This design comes from an exercise in tuning for small area and a short achievable clock period on the open sky130 flow, not from production work. Function was checked by simulation only, so behaviour that the tests miss may differ from the original. Power figures rest on the tool's default switching activity, not on a simulated workload.

Setup of lane 1:
==> flow/design.v (excerpt) <==
module frontend #(
    parameter logic [frontend_pkg::XLEN-1:0] RESET_ADDR = '0
) (
    input  logic                          clk,
    input  logic                          rst_n,
    output logic [frontend_pkg::XLEN-1:0] pc,          
    input  logic [frontend_pkg::XLEN-1:0] inst,        
    output logic [7:0]                    alu_op,
    output logic [7:0]                    mem_op,      
    output logic                          load,
    output logic                          store,
    output logic [frontend_pkg::XLEN-1:0] alu_opr_1,
    output logic [frontend_pkg::XLEN-1:0] alu_opr_2,
    output logic [frontend_pkg::XLEN-1:0] mem_di,      
    input  logic [frontend_pkg::XLEN-1:0] gpr_di,      
    input  logic                          is_lt,
    input  logic                          is_ltu,
    input  logic                          is_zero
);
    logic                          br_is_jal;
    logic                          br_is_jalr;
    logic                          br_is_branch;
    logic [2:0]                    br_funct3;
    logic [frontend_pkg::XLEN-1:0] br_j_imm;
    logic [frontend_pkg::XLEN-1:0] br_b_imm;
    logic [frontend_pkg::XLEN-1:0] br_i_imm;
    logic [frontend_pkg::REG_ADDR_W-1:0] gpr_ra;
    logic [frontend_pkg::REG_ADDR_W-1:0] gpr_rb;
    logic [frontend_pkg::REG_ADDR_W-1:0] gpr_rd;
    logic                                gpr_we;
    logic [frontend_pkg::XLEN-1:0]       gpr_qa;
    logic [frontend_pkg::XLEN-1:0]       gpr_qb;
    fetch_unit #(
        .RESET_ADDR (RESET_ADDR)
  ...
For scale: ~1100 flip-flops, ~0.046 sq mm of cells after synthesis.
clock: 7.0 ns
lec_check: 0
cap_margin: 20
core_margin: 2
core_utilization: 50
place_density: 0.58
setup_slack_margin: 1.5
slew_margin: 20
standard.sh (not shown) runs the stock make flow with config.mk's settings and CLKGATE_MAP_FILE= SYNTH_SCRIPT=/design/flow/synth_recipe.tcl, a recipe that flattens the netlist after the stock synthesis.
==> flow/flow/run.sh <==
#!/bin/bash
# The standard layout (standard.sh, the standard flow's own ORFS run) with one change: the
# port buffers that buffer_ports inserts are buf_2 cells instead of the
# default delay buffer (clkdlybuf4s50_1), which is larger and slower.
set -euo pipefail
bash standard.sh "BUFFER_PORTS_ARGS=-buffer_cell sky130_fd_sc_hd__buf_2" finish > make_finish.log 2>&1
The inputs of lane 2 differ from those of lane 1 as listed below.
Settings: SETUP_SLACK_MARGIN: 1.5 -> 0.3; PLACE_DENSITY: 0.58 -> unset; CORE_UTILIZATION: 50 -> 25.
==> flow/run.sh (new file) <==
#!/bin/bash
# synth_recipe.tcl (not shown) runs the flow's synth.tcl, then flattens the netlist and writes it again
# the make line also repeats each setting of config.mk as NAME=value (left out here)
make -C /OpenROAD-flow-scripts/flow DESIGN_CONFIG=/design/flow/config.mk WORK_HOME=/design/flow/orfs CLKGATE_MAP_FILE= SYNTH_SCRIPT=/design/flow/synth_recipe.tcl finish
removed: flow/flow/run.sh
removed: flow/standard.sh
==> comparison <==
Lane 1 → lane 2: fraction of area in registers lower, horizontal extent of the die higher, clock skew higher.
## Diff of input files: lane 3 against lane 2
Settings: CORE_UTILIZATION changed from 25 to 52; PLACE_DENSITY newly set to 0.58; SETUP_SLACK_MARGIN changed from 0.3 to 1.8.
==> flow/flow/run.sh (new file) <==
#!/bin/bash
# The standard layout (standard.sh, the standard flow's own ORFS run) with one change: the
# port buffers that buffer_ports inserts are buf_2 cells instead of the
# default delay buffer (clkdlybuf4s50_1), which is larger and slower.
set -euo pipefail
bash standard.sh "BUFFER_PORTS_ARGS=-buffer_cell sky130_fd_sc_hd__buf_2" finish > make_finish.log 2>&1
==> flow/standard.sh (new file) <==
#!/bin/bash
# synth_recipe.tcl (not shown) runs the flow's synth.tcl, then flattens the netlist and writes it again
# the make line also repeats each setting of config.mk as NAME=value (left out here)
make -C /OpenROAD-flow-scripts/flow DESIGN_CONFIG=/design/flow/config.mk WORK_HOME=/design/flow/orfs CLKGATE_MAP_FILE= SYNTH_SCRIPT=/design/flow/synth_recipe.tcl "${@:-finish}"
removed: flow/run.sh
## What came out
In the tables for lane 3 and lane 2, static power due to leakage reads higher with lane 3.
Against lane 2, switching power in lane 3 came out worse.
Sequential share of layout area: lane 3 < lane 2

## re-timing with driven ports
The flow's constraints put no driver on any port. The routed layouts listed below were extracted and timed again, unchanged, in two steps. Step 1 (the two cells are an assumption about what drives the block):
set clk [get_ports {clk}]
set_driving_cell -lib_cell sky130_fd_sc_hd__clkbuf_16 $clk
set_driving_cell -lib_cell sky130_fd_sc_hd__buf_2 [delete_from_list [all_inputs] $clk]
Step 2 adds t to the input delays and takes it off the output delays; t is the mean of the earliest and latest rising clock arrival at the registers after step 1. Input paths then give back, and output paths get back, about the clock's delay inside the block. Three values: no drivers, after step 1, after step 2; two values: the first two.
run	shift t [ns]	setup WS [ns]	slew at the worst register clock pin (ns)	pins driven straight from the clock port
lane 1	0.792	1.334 / 1.311 / 0.698	0.07 / 0.07	1
lane 2	0.797	0.179 / 0.149 / -0.067	0.07 / 0.07	1
lane 3	0.797	1.679 / 1.531 / 0.985	0.07 / 0.07	1
Met with ideal ports but missed after step 2: setup timing in lane 2. For lane 3, which loses most, drivers alone change the setup slack by -0.148 ns; drivers and shift together by -0.694 ns.
